What follows belongs to an exercise in optimizing a design on an open flow for small area, a short achievable clock period and few clock cycles per item; a production flow would make more cautious choices.
RTL that was checked went through simulation tests only; none was proved equivalent to the original.
Power is estimated from default activity; no workload was simulated.

Setup of run 1:
## pkt_lkp_top
module pkt_lkp_top
(
    input  logic      clk,
    input  logic      rst_i,
    input  logic      b2c_pkt_vld_i,
    input  logic      b2c_pkt_lkp_en_i,
    input  pkt_lkp_pkg::lkp_info_t b2c_pkt_lkp_info_i,
    input  pkt_lkp_pkg::odr_id_t   b2c_pkt_odr_id_i,
    input  logic      b2c_pkt_so_i,
    input  pkt_lkp_pkg::payload_t  b2c_pkt_payload_i,
    output logic      c2b_pkt_rdy_o,
    output logic      c2a_lkp_vld_o,
    output pkt_lkp_pkg::lkp_info_t c2a_lkp_info_o,
    output pkt_lkp_pkg::req_id_t   c2a_lkp_req_id_o,
    input  logic      a2c_lkp_rdy_i,
    input  logic      a2c_lkp_rsp_vld_i,
    input  pkt_lkp_pkg::req_id_t   a2c_lkp_rsp_id_i,
    input  pkt_lkp_pkg::lkp_info_t a2c_lkp_rslt_i,
    output logic      c2d_pkt_vld_o,
    output pkt_lkp_pkg::lkp_info_t c2d_pkt_lkp_rslt_o,
    output pkt_lkp_pkg::odr_id_t   c2d_pkt_odr_id_o,
    output logic      c2d_pkt_so_o,
    output pkt_lkp_pkg::payload_t  c2d_pkt_payload_o,
    input  logic      d2c_pkt_rdy_i
);
export LEC_CHECK = 0
export CAP_MARGIN = 20
export CORE_MARGIN = 2
export CORE_UTILIZATION = 40
export CTS_CLUSTER_DIAMETER = 80
export CTS_CLUSTER_SIZE = 22
export SETUP_SLACK_MARGIN = 2.3
export SLEW_MARGIN = 20
export TNS_END_PERCENT = 100
create_clock -name core_clock -period 4.0 [get_ports {clk}]
standard.sh (not shown) runs the stock make flow with config.mk's settings and CLKGATE_MAP_FILE= SYNTH_SCRIPT=/design/flow/synth_recipe.tcl, a recipe that flattens the netlist after the stock synthesis.
==> flow/flow/run.sh <==
#!/bin/bash
# Standard layout, with plain buffers on the ports and footprint-free resizing.
set -euo pipefail
bash standard.sh MATCH_CELL_FOOTPRINT=0 "BUFFER_PORTS_ARGS=-buffer_cell sky130_fd_sc_hd__buf_1" finish > make_finish.log 2>&1
Both conditions hold for run 1: the flow ran to the end and the final layout passed the timing, design-rule and antenna checks.
[inputs] run 2 vs run 1
# run 1
export LEC_CHECK = 0
export CAP_MARGIN = 20
export CORE_MARGIN = 2
export CORE_UTILIZATION = 40
export CTS_CLUSTER_DIAMETER = 80
export CTS_CLUSTER_SIZE = 22
export SETUP_SLACK_MARGIN = 2.3
export SLEW_MARGIN = 20
export TNS_END_PERCENT = 100
create_clock -name core_clock -period 4.0 [get_ports {clk}]
# run 2
export LEC_CHECK = 0
export CAP_MARGIN = 20
export CORE_MARGIN = 2
export CORE_UTILIZATION = 40
export CTS_CLUSTER_DIAMETER = 80
export CTS_CLUSTER_SIZE = 22
export SETUP_SLACK_MARGIN = 2.0
export SLEW_MARGIN = 20
export TNS_END_PERCENT = 100
create_clock -name core_clock -period 4.0 [get_ports {clk}]
Results
Compare run 2 and run 1 | share of post-route cells with drive strength above 1 higher: run 1. Run 1 vs run 2, standard cell with the maximum stage delay on the critical path: sky130_fd_sc_hd__dfxtp_4 vs sky130_fd_sc_hd__dfxtp_2. From run 1 to run 2 the numbers moved as follows: part of the total power dissipated in combinational logic went down by 6.6 points, maximum frequency went down by 3.6%, worst hold margin went up by 0.0064 ns, HPWL after detailed placement went down by 250 µm, critical path depth went up by 5. The wire length reported by the detailed router in run 2 was lower than what run 1 gave.
Changes in run 3 relative to run 2:
# run 2
export LEC_CHECK = 0
export CAP_MARGIN = 20
export CORE_MARGIN = 2
export CORE_UTILIZATION = 40
export CTS_CLUSTER_DIAMETER = 80
export CTS_CLUSTER_SIZE = 22
export SETUP_SLACK_MARGIN = 2.0
export SLEW_MARGIN = 20
export TNS_END_PERCENT = 100
create_clock -name core_clock -period 4.0 [get_ports {clk}]
# run 3
export LEC_CHECK = 0
export CAP_MARGIN = 20
export CORE_MARGIN = 2
export CORE_UTILIZATION = 40
export CTS_CLUSTER_DIAMETER = 80
export CTS_CLUSTER_SIZE = 22
export SETUP_SLACK_MARGIN = 2.3
export SLEW_MARGIN = 20
export TNS_END_PERCENT = 5
create_clock -name core_clock -period 4.0 [get_ports {clk}]
Findings:
Delta (run 3 minus run 2): core utilization shows an increase of 1.9 points; final area increased about 4%; sequential share of layout area lost 2.3 points; areal power density over the cells now sits higher; final total power higher. In run 3 the critical path depth turned out 5 lower than in run 2.
No functional check of the RTL was part of any run of this note.

========
pkt_lkp_top, a different RTL version from the one above (not shown whole).
Size in the first run: roughly 350 cells after synthesis, about 91 flip-flops, roughly 250 I/O pins, roughly 3500 µm² of cells after synthesis.
## pkt_lkp_top
module pkt_lkp_top
(
    input  logic      clk,
    input  logic      rst_i,
    input  logic      b2c_pkt_vld_i,
    input  logic      b2c_pkt_lkp_en_i,
    input  pkt_lkp_pkg::lkp_info_t b2c_pkt_lkp_info_i,
    input  pkt_lkp_pkg::odr_id_t   b2c_pkt_odr_id_i,
    input  logic      b2c_pkt_so_i,
    input  pkt_lkp_pkg::payload_t  b2c_pkt_payload_i,
    output logic      c2b_pkt_rdy_o,
    output logic      c2a_lkp_vld_o,
    output pkt_lkp_pkg::lkp_info_t c2a_lkp_info_o,
    output pkt_lkp_pkg::req_id_t   c2a_lkp_req_id_o,
    input  logic      a2c_lkp_rdy_i,
    input  logic      a2c_lkp_rsp_vld_i,
    input  pkt_lkp_pkg::req_id_t   a2c_lkp_rsp_id_i,
    input  pkt_lkp_pkg::lkp_info_t a2c_lkp_rslt_i,
    output logic      c2d_pkt_vld_o,
    output pkt_lkp_pkg::lkp_info_t c2d_pkt_lkp_rslt_o,
    output pkt_lkp_pkg::odr_id_t   c2d_pkt_odr_id_o,
    output logic      c2d_pkt_so_o,
    output pkt_lkp_pkg::payload_t  c2d_pkt_payload_o,
    input  logic      d2c_pkt_rdy_i
);
    localparam int RW = pkt_lkp_pkg::LKP_INFO_W;
    logic          empty_q;
    logic          req_q;
    logic          full_d, done_d, req_d;
  ...
clock: 4.0 ns
lec_check: 0
cap_margin: 20
core_margin: 2
core_utilization: 55
cts_cluster_diameter: 100
cts_cluster_size: 30
setup_slack_margin: 2.2
slew_margin: 20
tns_end_percent: 100
==> flow/flow/run.sh <==
#!/bin/bash
# Standard layout, with plain buffers on the ports, footprint-free resizing
# and a clock tree without sink clustering.
set -euo pipefail
bash standard.sh MATCH_CELL_FOOTPRINT=0 "BUFFER_PORTS_ARGS=-buffer_cell sky130_fd_sc_hd__buf_1" \
  "CTS_ARGS=-repair_clock_nets -buf_list sky130_fd_sc_hd__clkbuf_16 -root_buf sky130_fd_sc_hd__clkbuf_16 -distance_between_buffers 500" \
  finish > make_finish.log 2>&1
The starting point ran to the end with no violations.
Testbench counts at the start, summed over its fixed seeds: cycles 29,004, items 3,200.
Change:
==> flow/flow/run.sh (replaced) <==
#!/bin/bash
# Standard layout, with plain buffers on the ports and footprint-free resizing.
set -euo pipefail
bash standard.sh MATCH_CELL_FOOTPRINT=0 "BUFFER_PORTS_ARGS=-buffer_cell sky130_fd_sc_hd__buf_1" finish > make_finish.log 2>&1
Settings changed: CORE_UTILIZATION 55 to 40.
Effect: Via count came out higher by a few percent. Final area came out higher slightly. Critical path depth is unchanged. Flip-flop and latch count is unchanged. Non-clock buffer count came out higher by 4. Count of clock-buffer cells in the layout stays the same. Hold slack gets better by 19 ps. First-iteration DRC count came out lower by well over a third. Core utilization came out lower by 19 points. Die area came out higher by a quarter to a third. Final cell count came out higher by a few percent.

========
The RTL this note starts from:
==> flow/design.v <==
`timescale 1ns/1ps
package pkt_lkp_pkg;
    localparam int LKP_INFO_W     = 20;
    localparam int ODR_ID_W       = 3;
    localparam int PAYLOAD_W      = 64;
    localparam int REQ_ID_W       = 10;
    localparam int ROB_DEPTH      = 8;
    localparam int ROB_IDX_W      = 3;
    localparam int LKP_FIFO_DEPTH = 4;
    localparam int LKP_FIFO_IDX_W = 2;
    localparam int PKT_META_W     = 1 + LKP_INFO_W + ODR_ID_W + 1;
    localparam int LKP_REQ_W      = LKP_INFO_W + REQ_ID_W;
    typedef logic [LKP_INFO_W-1:0] lkp_info_t;
    typedef logic [ODR_ID_W-1:0]   odr_id_t;
    typedef logic [PAYLOAD_W-1:0]  payload_t;
    typedef logic [REQ_ID_W-1:0]   req_id_t;
    typedef logic [ROB_IDX_W-1:0]  rob_idx_t;
    typedef struct packed {
        logic      lkp_en;
        lkp_info_t lkp_info;
        odr_id_t   odr_id;
        logic      so;
    } pkt_meta_t;
    typedef struct packed {
        lkp_info_t info;
        req_id_t   req_id;
    } lkp_req_t;
    typedef struct packed {
        lkp_info_t rslt;
        odr_id_t   odr_id;
        logic      so;
        payload_t  payload;
    } out_pkt_t;
endpackage
`timescale 1ns/1ps
module pkt_lkp_top
(
    input  logic      clk,
    input  logic      rst_i,
    input  logic      b2c_pkt_vld_i,
    input  logic      b2c_pkt_lkp_en_i,
    input  pkt_lkp_pkg::lkp_info_t b2c_pkt_lkp_info_i,
    input  pkt_lkp_pkg::odr_id_t   b2c_pkt_odr_id_i,
    input  logic      b2c_pkt_so_i,
    input  pkt_lkp_pkg::payload_t  b2c_pkt_payload_i,
    output logic      c2b_pkt_rdy_o,
    output logic      c2a_lkp_vld_o,
    output pkt_lkp_pkg::lkp_info_t c2a_lkp_info_o,
    output pkt_lkp_pkg::req_id_t   c2a_lkp_req_id_o,
    input  logic      a2c_lkp_rdy_i,
    input  logic      a2c_lkp_rsp_vld_i,
    input  pkt_lkp_pkg::req_id_t   a2c_lkp_rsp_id_i,
    input  pkt_lkp_pkg::lkp_info_t a2c_lkp_rslt_i,
    output logic      c2d_pkt_vld_o,
    output pkt_lkp_pkg::lkp_info_t c2d_pkt_lkp_rslt_o,
    output pkt_lkp_pkg::odr_id_t   c2d_pkt_odr_id_o,
    output logic      c2d_pkt_so_o,
    output pkt_lkp_pkg::payload_t  c2d_pkt_payload_o,
    input  logic      d2c_pkt_rdy_i
);
    localparam int N      = 4;
    localparam int IW     = 2;
    localparam int TW     = IW + 1;
    localparam int RW     = pkt_lkp_pkg::LKP_INFO_W;
    localparam int DW     = pkt_lkp_pkg::ODR_ID_W + 1 + pkt_lkp_pkg::PAYLOAD_W;
    logic [IW-1:0] head_q, tail_q, head_inc, tail_inc;
    logic          head_w_q, tail_w_q;
    logic [N-1:0]  tail_oh_q;
    logic [TW-1:0] head_tag, tail_tag;
    logic          full_q, full_d;
    logic          rdy_q;
    logic          accept, load;
    logic          slots_busy;
    assign head_inc = (head_q == IW'(N-1)) ? '0 : head_q + 1'b1;
    assign tail_inc = (tail_q == IW'(N-1)) ? '0 : tail_q + 1'b1;
    assign head_tag = {head_w_q, head_q};
    assign tail_tag = {tail_w_q, tail_q};
    assign slots_busy = full_q || (head_q != tail_q);
    logic          req_push;
    logic          req_block_d;
    assign c2b_pkt_rdy_o = rdy_q;
    assign accept        = b2c_pkt_vld_i && rdy_q;
    assign req_push      = accept && b2c_pkt_lkp_en_i;
    logic          m_vld_q, s_vld_q, m_vld_d, s_vld_d;
    logic [RW-1:0] m_info_q, s_info_q;
    logic [TW-1:0] m_tag_q, s_tag_q;
    logic          req_pop;
    assign c2a_lkp_vld_o    = m_vld_q;
    assign c2a_lkp_info_o   = m_info_q;
    assign c2a_lkp_req_id_o = pkt_lkp_pkg::REQ_ID_W'(m_tag_q);
    assign req_pop          = m_vld_q && a2c_lkp_rdy_i;
    always_comb
    begin
        m_vld_d = m_vld_q;
        s_vld_d = s_vld_q;
        if (!m_vld_q || req_pop)
        begin
            m_vld_d = s_vld_q || req_push;
            s_vld_d = s_vld_q && req_push;
        end
        else if (req_push)
            s_vld_d = 1'b1;
    end
    assign req_block_d = s_vld_d;
    always_ff @(posedge clk)
    begin
        if (rst_i)
        begin
            m_vld_q <= 1'b0;
            s_vld_q <= 1'b0;
        end
        else
        begin
            m_vld_q <= m_vld_d;
            s_vld_q <= s_vld_d;
        end
    end
    always_ff @(posedge clk)
    begin
        if (!m_vld_q || req_pop)
        begin
            if (s_vld_q)
            begin
                m_info_q <= s_info_q;
                m_tag_q  <= s_tag_q;
            end
            else if (req_push)
            begin
                m_info_q <= b2c_pkt_lkp_info_i;
                m_tag_q  <= tail_tag;
            end
        end
        if (req_push && (s_vld_q || (m_vld_q && !req_pop)))
        begin
            s_info_q <= b2c_pkt_lkp_info_i;
            s_tag_q  <= tail_tag;
        end
    end
    logic [DW-1:0] data_q [N];
    logic [RW-1:0] rslt_q [N];
    logic [N-1:0]  lkp_q;
    logic [N-1:0]  done_q;
    logic [IW-1:0] rsp_idx;
    logic          head_done;
    logic          head_rsp;
    logic          out_rsp;
    logic          slot_rsp;
    logic          out_full_q, out_done_q, out_full_d, out_done_d;
    logic [TW-1:0] out_tag_q;
    logic          out_free;
    logic          vld_d;
    assign rsp_idx   = a2c_lkp_rsp_id_i[IW-1:0];
    assign head_done = done_q[head_q];
    assign head_rsp  = a2c_lkp_rsp_vld_i && (a2c_lkp_rsp_id_i[TW-1:0] == head_tag);
    assign out_rsp   = a2c_lkp_rsp_vld_i && out_full_q && !out_done_q &&
                       (a2c_lkp_rsp_id_i[TW-1:0] == out_tag_q);
    assign slot_rsp  = a2c_lkp_rsp_vld_i && !out_rsp;
    assign out_free  = !out_full_q || (c2d_pkt_vld_o && d2c_pkt_rdy_i);
    assign load      = out_free && slots_busy;
    always_ff @(posedge clk)
    begin
        for (int i = 0; i < N; i++)
        begin
            if (accept && tail_oh_q[i])
            begin
                data_q[i] <= {b2c_pkt_odr_id_i, b2c_pkt_so_i, b2c_pkt_payload_i};
                lkp_q[i]  <= b2c_pkt_lkp_en_i;
            end
        end
        if (slot_rsp)
            rslt_q[rsp_idx] <= a2c_lkp_rslt_i;
    end
    always_comb
    begin
        full_d = full_q;
        if (accept && !load)
            full_d = (tail_inc == head_q);
        else if (load && !accept)
            full_d = 1'b0;
    end
    always_ff @(posedge clk)
    begin
        if (rst_i)
        begin
            head_q   <= '0;
            tail_q   <= '0;
            tail_oh_q <= N'(1);
            head_w_q <= 1'b0;
            tail_w_q <= 1'b0;
            full_q   <= 1'b0;
            rdy_q    <= 1'b0;
            done_q   <= '0;
        end
        else
        begin
            full_q <= full_d;
            rdy_q  <= !full_d && !req_block_d;
            if (slot_rsp)
                done_q[rsp_idx] <= 1'b1;
            if (load)
            begin
                done_q[head_q] <= 1'b0;
                head_q         <= head_inc;
                if (head_q == IW'(N-1))
                    head_w_q <= !head_w_q;
            end
            if (accept)
            begin
                done_q[tail_q] <= !b2c_pkt_lkp_en_i;
                tail_q         <= tail_inc;
                tail_oh_q      <= {tail_oh_q[N-2:0], tail_oh_q[N-1]};
                if (tail_q == IW'(N-1))
                    tail_w_q <= !tail_w_q;
            end
        end
    end
    logic [RW-1:0] out_rslt;
    assign out_rslt = (load && head_done) ? (rslt_q[head_q] & {RW{lkp_q[head_q]}}) : a2c_lkp_rslt_i;
    always_comb
    begin
        out_full_d = out_full_q;
        out_done_d = out_done_q;
        if (load)
        begin
            out_full_d = 1'b1;
            out_done_d = head_done || head_rsp;
        end
        else
        begin
            if (c2d_pkt_vld_o && d2c_pkt_rdy_i)
                out_full_d = 1'b0;
            if (out_rsp)
                out_done_d = 1'b1;
        end
    end
    assign vld_d = out_full_d && out_done_d;
    always_ff @(posedge clk)
    begin
        if (rst_i)
        begin
            out_full_q    <= 1'b0;
            out_done_q    <= 1'b0;
            c2d_pkt_vld_o <= 1'b0;
        end
        else
        begin
            out_full_q    <= out_full_d;
            out_done_q    <= out_done_d;
            c2d_pkt_vld_o <= vld_d;
        end
    end
    always_ff @(posedge clk)
    begin
        if (load)
        begin
            out_tag_q <= head_tag;
            {c2d_pkt_odr_id_o, c2d_pkt_so_o, c2d_pkt_payload_o} <= data_q[head_q];
        end
        if (load || out_rsp)
            c2d_pkt_lkp_rslt_o <= out_rslt;
    end
endmodule
export LEC_CHECK = 0
export CAP_MARGIN = 20
export CORE_MARGIN = 2
export CORE_UTILIZATION = 40
export CTS_CLUSTER_DIAMETER = 100
export CTS_CLUSTER_SIZE = 30
export SETUP_SLACK_MARGIN = 2.0
export SLEW_MARGIN = 20
export TNS_END_PERCENT = 100
create_clock -name core_clock -period 4.0 [get_ports {clk}]
==> flow/flow/run.sh <==
#!/bin/bash
# Standard layout, with plain buffers on the ports and footprint-free resizing.
set -euo pipefail
bash standard.sh MATCH_CELL_FOOTPRINT=0 "BUFFER_PORTS_ARGS=-buffer_cell sky130_fd_sc_hd__buf_1" finish > make_finish.log 2>&1
The first run produced a clean layout.
==> next run, changes <==
CTS_CLUSTER_DIAMETER = unset   (was 100)
CTS_CLUSTER_SIZE = unset   (was 30)
After rerunning: Power grows by about 16%; hold slack got worse by 0.023 ns; fmax climbs by about 5.3%; global-route usage went up by 0.61 points; wire length climbs by 5.0%; die area stays the same; cell area rises by about 4.7%; via count climbs by about 3.2%; worst setup slack improved by 0.10 ns; clock power goes up by 74%; core utilization goes up by 2.2 points.
No functional check of the RTL was part of any run of this note.

## static timing again, ports no longer ideal
In the flow no input, the clock included, has a driving cell. The finished layouts below were timed again as built, in two steps. Step 1: set_driving_cell puts a clkbuf_16 on clk and a buf_2 on each other input, an assumption about the parent block. Step 2, shift: input delay + t, output delay - t, t = (earliest + latest rising clock arrival at the registers) / 2. This alone moves slack from input paths to output paths. a / b / c = ideal ports / drivers / drivers and shift; a / b = the first two.
run | shift t [ns] | setup slack, ns | pins driven straight from the clock port
run 1 | 0.639 | 2.122 / 2.066 / 1.647 | 1
run 2 | 0.641 | 2.052 / 1.998 / 1.441 | 1
run 3 | 0.631 | 2.094 / 2.041 / 1.529 | 1
the first run of note 2 | 0.353 | 2.310 / 2.279 / 1.975 | 1
the second run of note 2 | 0.369 | 2.303 / 2.273 / 2.052 | 1
the first run of note 3 | 0.601 | 1.946 / 1.939 / 1.338 | 1
the second run of note 3 | 0.636 | 2.050 / 1.999 / 1.418 | 1
After both steps setup and hold are still met in every run listed. The setup slack of the second run of note 3, which loses most, moves by -0.051 ns with the drivers and by -0.632 ns with both steps.
